Context: an optimization exercise on an open-source flow, tuned for small area. The choices shown serve that exercise and are no tape-out recipe. Only simulation tests tie the RTL to the original design; equivalence was not proved.

==> inputs of run R <==
Design vfpu, start of the top module:
module vfpu
(
  input  logic                    clk,
  input  logic                    rst_n,
  input  vfpu_pkg::fp_op_e                  op,        
  input  logic [vfpu_pkg::VEC_W-1:0]        va,
  input  logic [vfpu_pkg::VEC_W-1:0]        vb,
  output logic [vfpu_pkg::VEC_W-1:0]        vresult,
  output logic [vfpu_pkg::LANES*vfpu_pkg::FLAG_W-1:0] vflags
);
==> flow/config.mk <==
export PLATFORM = sky130hd
export DESIGN_NAME = vfpu
export DESIGN_NICKNAME = vfpu
export VERILOG_FILES = /design/flow/design.v
export SDC_FILE = /design/flow/constraint.sdc
export NUM_CORES = 4
export LEC_CHECK = 0
export ABC_AREA = 1
export CAP_MARGIN = 20
export CORE_MARGIN = 2
export CORE_UTILIZATION = 55
export CTS_CLUSTER_DIAMETER = 50
export CTS_CLUSTER_SIZE = 8
export SETUP_SLACK_MARGIN = 0.05
export SLEW_MARGIN = 20
export SYNTH_HIERARCHICAL = 1
export SYNTH_MINIMUM_KEEP_SIZE = 0
==> flow/constraint.sdc <==
create_clock -name core_clock -period 13.0 [get_ports {clk}]
set_input_delay 2.6000 -clock core_clock [delete_from_list [all_inputs] [get_ports {clk}]]
set_output_delay 2.6000 -clock core_clock [all_outputs]
set_load 0.01 [all_outputs]
standard.sh (not shown) runs the stock make flow with config.mk's settings and CLKGATE_MAP_FILE= SYNTH_SCRIPT=/design/flow/synth_recipe.tcl, a recipe that flattens the netlist after the stock synthesis.
==> flow/flow/run.sh <==
#!/bin/bash
# Standard layout, with the smallest buffer on every input and output port
set -e
export BUFFER_PORTS_ARGS="-buffer_cell sky130_fd_sc_hd__buf_1"
bash standard.sh > standard.log 2>&1
==> inputs of run B, as changes to run R <==
CORE_UTILIZATION = 65   (was 55)
==> inputs of run P, as changes to run R <==
--- a/flow/design.v
+++ b/flow/design.v
@@ -469,22 +469,22 @@
   wire fs365, fc366;
   mul_fa u_fs365 (.a(pp74), .b(pp98), .ci(pp122), .s(fs365), .c(fc366));
   wire fs367, fc368;
   mul_fa u_fs367 (.a(pp146), .b(pp170), .ci(pp194), .s(fs367), .c(fc368));
   wire fs369, fc370;
   mul_fa u_fs369 (.a(pp218), .b(pp242), .ci(pp266), .s(fs369), .c(fc370));
-  wire fs371 = ~(pp290 ^ x[1]);
-  wire fc372 = pp290 | x[1];
+  wire fs371, fc372;
+  mul_fa u_fs371 (.a(pp290), .b(x[1]), .ci(1'b1), .s(fs371), .c(fc372));
   wire fs373, fc374;
   mul_fa u_fs373 (.a(pp99), .b(pp123), .ci(pp147), .s(fs373), .c(fc374));
   wire fs375, fc376;
   mul_fa u_fs375 (.a(pp171), .b(pp195), .ci(pp219), .s(fs375), .c(fc376));
   wire fs377, fc378;
   mul_fa u_fs377 (.a(pp243), .b(pp267), .ci(pp291), .s(fs377), .c(fc378));
-  wire fs379 = ~(x[2] ^ hc314);
-  wire fc380 = x[2] | hc314;
+  wire fs379, fc380;
+  mul_fa u_fs379 (.a(x[2]), .b(1'b1), .ci(hc314), .s(fs379), .c(fc380));
   wire fs381, fc382;
   mul_fa u_fs381 (.a(ns52), .b(pp76), .ci(pp100), .s(fs381), .c(fc382));
   wire fs383, fc384;
   mul_fa u_fs383 (.a(pp124), .b(pp148), .ci(pp172), .s(fs383), .c(fc384));
   wire fs385, fc386;
   mul_fa u_fs385 (.a(pp196), .b(pp220), .ci(pp244), .s(fs385), .c(fc386));
@@ -615,66 +615,66 @@
   wire fs511, fc512;
   mul_fa u_fs511 (.a(hc316), .b(fc374), .ci(fc376), .s(fs511), .c(fc512));
   wire fs513, fc514;
   mul_fa u_fs513 (.a(fc378), .b(fc380), .ci(fs381), .s(fs513), .c(fc514));
   wire fs515, fc516;
   mul_fa u_fs515 (.a(fs383), .b(fs385), .ci(fs387), .s(fs515), .c(fc516));
-  wire fs517 = ~(fc382 ^ fc384);
-  wire fc518 = fc382 | fc384;
+  wire fs517, fc518;
+  mul_fa u_fs517 (.a(1'b1), .b(fc382), .ci(fc384), .s(fs517), .c(fc518));
   wire fs519, fc520;
   mul_fa u_fs519 (.a(fc386), .b(fc388), .ci(fs389), .s(fs519), .c(fc520));
   wire fs521, fc522;
   mul_fa u_fs521 (.a(fs391), .b(fs393), .ci(hs395), .s(fs521), .c(fc522));
   wire fs523, fc524;
   mul_fa u_fs523 (.a(pp294), .b(x[5]), .ci(fc390), .s(fs523), .c(fc524));
   wire fs525, fc526;
   mul_fa u_fs525 (.a(fc392), .b(fc394), .ci(hc396), .s(fs525), .c(fc526));
   wire fs527, fc528;
   mul_fa u_fs527 (.a(fs397), .b(fs399), .ci(fs401), .s(fs527), .c(fc528));
-  wire fs529 = ~(pp295 ^ x[6]);
-  wire fc530 = pp295 | x[6];
+  wire fs529, fc530;
+  mul_fa u_fs529 (.a(pp295), .b(x[6]), .ci(1'b1), .s(fs529), .c(fc530));
   wire fs531, fc532;
   mul_fa u_fs531 (.a(fc398), .b(fc400), .ci(fc402), .s(fs531), .c(fc532));
   wire fs533, fc534;
   mul_fa u_fs533 (.a(fs403), .b(fs405), .ci(hs407), .s(fs533), .c(fc534));
   wire fs535, fc536;
   mul_fa u_fs535 (.a(pp248), .b(pp272), .ci(pp296), .s(fs535), .c(fc536));
   wire fs537, fc538;
   mul_fa u_fs537 (.a(x[7]), .b(fc404), .ci(fc406), .s(fs537), .c(fc538));
   wire fs539, fc540;
   mul_fa u_fs539 (.a(hc408), .b(fs409), .ci(fs411), .s(fs539), .c(fc540));
   wire fs541, fc542;
   mul_fa u_fs541 (.a(pp249), .b(pp273), .ci(pp297), .s(fs541), .c(fc542));
-  wire fs543 = ~(x[8] ^ fc410);
-  wire fc544 = x[8] | fc410;
+  wire fs543, fc544;
+  mul_fa u_fs543 (.a(x[8]), .b(1'b1), .ci(fc410), .s(fs543), .c(fc544));
   wire fs545, fc546;
   mul_fa u_fs545 (.a(fc412), .b(fs413), .ci(hs415), .s(fs545), .c(fc546));
   wire fs547, fc548;
   mul_fa u_fs547 (.a(pp202), .b(pp226), .ci(pp250), .s(fs547), .c(fc548));
   wire fs549, fc550;
   mul_fa u_fs549 (.a(pp274), .b(pp298), .ci(x[9]), .s(fs549), .c(fc550));
   wire fs551, fc552;
   mul_fa u_fs551 (.a(fc414), .b(hc416), .ci(fs417), .s(fs551), .c(fc552));
   wire fs553, fc554;
   mul_fa u_fs553 (.a(pp203), .b(pp227), .ci(pp251), .s(fs553), .c(fc554));
   wire fs555, fc556;
   mul_fa u_fs555 (.a(pp275), .b(pp299), .ci(x[10]), .s(fs555), .c(fc556));
-  wire fs557 = ~(fc418 ^ hs419);
-  wire fc558 = fc418 | hs419;
+  wire fs557, fc558;
+  mul_fa u_fs557 (.a(1'b1), .b(fc418), .ci(hs419), .s(fs557), .c(fc558));
   wire fs559, fc560;
   mul_fa u_fs559 (.a(ns156), .b(pp180), .ci(pp204), .s(fs559), .c(fc560));
   wire fs561, fc562;
   mul_fa u_fs561 (.a(pp228), .b(pp252), .ci(pp276), .s(fs561), .c(fc562));
   wire fs563, fc564;
   mul_fa u_fs563 (.a(pp300), .b(x[11]), .ci(hc420), .s(fs563), .c(fc564));
   wire fs565, fc566;
   mul_fa u_fs565 (.a(pp181), .b(pp205), .ci(pp229), .s(fs565), .c(fc566));
   wire fs567, fc568;
   mul_fa u_fs567 (.a(pp253), .b(pp277), .ci(pp301), .s(fs567), .c(fc568));
-  wire hs569 = ~x[12];
-  wire hc570 = x[12];
+  wire hs569, hc570;
+  mul_ha u_hs569 (.a(x[12]), .b(1'b1), .s(hs569), .c(hc570));
   wire fs571, fc572;
   mul_fa u_fs571 (.a(ns182), .b(pp206), .ci(pp230), .s(fs571), .c(fc572));
   wire fs573, fc574;
   mul_fa u_fs573 (.a(pp254), .b(pp278), .ci(pp302), .s(fs573), .c(fc574));
   wire fs575, fc576;
   mul_fa u_fs575 (.a(pp207), .b(pp231), .ci(pp255), .s(fs575), .c(fc576));
@@ -805,32 +805,32 @@
   wire fs701, fc702;
   mul_fa u_fs701 (.a(fs565), .b(fs567), .ci(hs569), .s(fs701), .c(fc702));
   wire fs703, fc704;
   mul_fa u_fs703 (.a(x[13]), .b(fc566), .ci(fc568), .s(fs703), .c(fc704));
   wire fs705, fc706;
   mul_fa u_fs705 (.a(hc570), .b(fs571), .ci(fs573), .s(fs705), .c(fc706));
-  wire fs707 = ~(x[14] ^ fc572);
-  wire fc708 = x[14] | fc572;
+  wire fs707, fc708;
+  mul_fa u_fs707 (.a(x[14]), .b(1'b1), .ci(fc572), .s(fs707), .c(fc708));
   wire fs709, fc710;
   mul_fa u_fs709 (.a(fc574), .b(fs575), .ci(hs577), .s(fs709), .c(fc710));
   wire fs711, fc712;
   mul_fa u_fs711 (.a(pp280), .b(pp304), .ci(x[15]), .s(fs711), .c(fc712));
   wire fs713, fc714;
   mul_fa u_fs713 (.a(fc576), .b(hc578), .ci(fs579), .s(fs713), .c(fc714));
   wire fs715, fc716;
   mul_fa u_fs715 (.a(pp281), .b(pp305), .ci(x[16]), .s(fs715), .c(fc716));
-  wire fs717 = ~(fc580 ^ hs581);
-  wire fc718 = fc580 | hs581;
+  wire fs717, fc718;
+  mul_fa u_fs717 (.a(1'b1), .b(fc580), .ci(hs581), .s(fs717), .c(fc718));
   wire fs719, fc720;
   mul_fa u_fs719 (.a(ns234), .b(pp258), .ci(pp282), .s(fs719), .c(fc720));
   wire fs721, fc722;
   mul_fa u_fs721 (.a(pp306), .b(x[17]), .ci(hc582), .s(fs721), .c(fc722));
   wire fs723, fc724;
   mul_fa u_fs723 (.a(pp259), .b(pp283), .ci(pp307), .s(fs723), .c(fc724));
-  wire hs725 = ~x[18];
-  wire hc726 = x[18];
+  wire hs725, hc726;
+  mul_ha u_hs725 (.a(x[18]), .b(1'b1), .s(hs725), .c(hc726));
   wire fs727, fc728;
   mul_fa u_fs727 (.a(ns260), .b(pp284), .ci(pp308), .s(fs727), .c(fc728));
   wire hs729, hc730;
   mul_ha u_hs729 (.a(pp285), .b(pp309), .s(hs729), .c(hc730));
   wire hs731, hc732;
   mul_ha u_hs731 (.a(pp5), .b(pp29), .s(hs731), .c(hc732));
@@ -909,14 +909,14 @@
   wire fs805, fc806;
   mul_fa u_fs805 (.a(fc716), .b(fc718), .ci(fs719), .s(fs805), .c(fc806));
   wire fs807, fc808;
   mul_fa u_fs807 (.a(fc720), .b(fc722), .ci(fs723), .s(fs807), .c(fc808));
   wire fs809, fc810;
   mul_fa u_fs809 (.a(x[19]), .b(fc724), .ci(hc726), .s(fs809), .c(fc810));
-  wire fs811 = ~(x[20] ^ fc728);
-  wire fc812 = x[20] | fc728;
+  wire fs811, fc812;
+  mul_fa u_fs811 (.a(x[20]), .b(1'b1), .ci(fc728), .s(fs811), .c(fc812));
   wire fs813, fc814;
   mul_fa u_fs813 (.a(ns286), .b(pp310), .ci(x[21]), .s(fs813), .c(fc814));
   wire hs815, hc816;
   mul_ha u_hs815 (.a(pp311), .b(x[22]), .s(hs815), .c(hc816));
   wire hs817, hc818;
   mul_ha u_hs817 (.a(pp3), .b(pp27), .s(hs817), .c(hc818));
@@ -1003,16 +1003,16 @@
   wire fs899, fc900;
   mul_fa u_fs899 (.a(fs727), .b(fc808), .ci(fs809), .s(fs899), .c(fc900));
   wire fs901, fc902;
   mul_fa u_fs901 (.a(hs729), .b(fc810), .ci(fs811), .s(fs901), .c(fc902));
   wire fs903, fc904;
   mul_fa u_fs903 (.a(hc730), .b(fc812), .ci(fs813), .s(fs903), .c(fc904));
-  wire fs905 = ~(fc814 ^ hs815);
-  wire fc906 = fc814 | hs815;
-  wire fs907 = ~(ns312 ^ hc816);
-  wire fc908 = ns312 | hc816;
+  wire fs905, fc906;
+  mul_fa u_fs905 (.a(1'b1), .b(fc814), .ci(hs815), .s(fs905), .c(fc906));
+  wire fs907, fc908;
+  mul_fa u_fs907 (.a(ns312), .b(1'b1), .ci(hc816), .s(fs907), .c(fc908));
   wire [47:0] ta = {fc906, fc904, fc902, fc900, fc898, fc896, fc894, fc892, fc890, fc888, fc886, fc884, fc882, fc880, fc878, fc876, fc874, fc872, fc870, fc868, fc866, fc864, fc862, fc860, fc858, fc856, fc854, fc852, fc850, fc848, fc846, fc844, fc842, fc840, fc838, fc836, fc834, fc832, fc830, fc828, fc826, fc824, fc822, hc820, hc818, b_neg1, pp2, pp1};
   wire [47:0] tb = {fs907, fs905, fs903, fs901, fs899, fs897, fs895, fs893, fs891, fs889, fs887, fs885, fs883, fs881, fs879, fs877, fs875, fs873, fs871, fs869, fs867, fs865, fs863, fs861, fs859, fs857, fs855, fs853, fs851, fs849, fs847, fs845, fs843, fs841, fs839, fs837, fs835, fs833, fs831, fs829, fs827, fs825, fs823, fs821, hs819, hs817, 1'b0, b_neg0};
   wire [47:0] ra = {mul ? ta[47:23] : ax, ta[22:0]};
   wire [47:0] rb = {mul ? tb[47:23] : ay, tb[22:0]};
   logic [23:0] lc;
   assign lc[0] = 1'b0;
@@ -1218,43 +1218,39 @@
         lzc_r = 5'(24 - i);
     end
   end
   logic [4:0]  lzc;
   logic [24:0] norm;
   logic        zero;
-  assign lzc  = lzc_r;
+  assign lzc  = mul ? {4'd0, ~r[24]} : lzc_r;
   assign norm = r << lzc;
   assign zero = ~mul & (r == '0);    
   logic signed [9:0] exp_x;
   logic        [9:0] base;
   assign base  = mul ? (10'(ea) + 10'(eb) + (half ? -10'sd14 : -10'sd126))
                      : (10'(e_big) + 10'd1);
   assign exp_x = zero ? '0 : (base - 10'(lzc));
   logic        sign_r;
   logic [22:0] man_r;
-  assign sign_r = ~zero & (mul ? (sa ^ sb) : s_add);
-  assign man_r  = norm[23:1];
-  logic exp32_zero, exp16_zero;
-  assign exp32_zero = (base[7:0] == {3'd0, lzc});
-  assign exp16_zero = (base[4:0] == lzc);
+  assign sign_r = zero ? 1'b0 : (mul ? (sa ^ sb) : s_add);
+  assign man_r  = zero ? '0 : norm[23:1];
   vfpu_pkg::word_t  res_d;
   vfpu_pkg::flags_t flags_d;
   always_comb
   begin
     if (half)
     begin
       res_d = {16'd0, sign_r, exp_x[4:0], man_r[22:13]};
       flags_d[vfpu_pkg::FLAG_V] = |exp_x[9:5];
-      flags_d[vfpu_pkg::FLAG_Z] = zero | (~sign_r & exp16_zero & (man_r[22:13] == '0));
     end
     else
     begin
       res_d = {sign_r, exp_x[7:0], man_r};
       flags_d[vfpu_pkg::FLAG_V] = |exp_x[9:8];
-      flags_d[vfpu_pkg::FLAG_Z] = zero | (~sign_r & exp32_zero & (man_r == '0));
     end
+    flags_d[vfpu_pkg::FLAG_Z] = (res_d == '0);
     flags_d[vfpu_pkg::FLAG_N] = sign_r;
     flags_d[vfpu_pkg::FLAG_C] = 1'b0;
   end
   always_ff @(posedge clk)
   begin
     if (!rst_n)
==> notes <==
Run R went through all stages and came out clean. Run P completed without violations. Run B went through all stages and came out clean. The highest via count belongs to run P, the lowest to run R. Hold slack: run B > run P > run R. Global-route usage, lowest first: run P, run R, run B. Sequential share of layout area: run P < run R < run B.

## re-timing with driven ports
The flow's constraints put no driver on any port. The routed layouts listed below were extracted and timed again, unchanged, in two steps.
Step 1 sets driving cells, clkbuf_16 on the clock port and buf_2 on the other inputs (assumed; they add their load-dependent delay and slew).
Step 2, shift: input delay + t, output delay - t, t = (earliest + latest rising clock arrival at the registers) / 2. This alone moves slack from input paths to output paths.
a / b / c = no drivers / after step 1 / after step 2; a / b = the first two.
run | t (ns) | slack for setup (ns) | clock arrival spread, ns
run R | 0.577 | 0.696 / 0.735 / 0.158 | 0.026 / 0.026
run B | 0.601 | 0.606 / 0.631 / 0.030 | 0.031 / 0.031
run P | 0.676 | 0.626 / 0.642 / -0.034 | 0.040 / 0.040
Met with ideal ports but missed after step 2: setup timing in run P. For run P, which loses most, drivers alone change the setup slack by +0.016 ns; drivers and shift together by -0.660 ns.
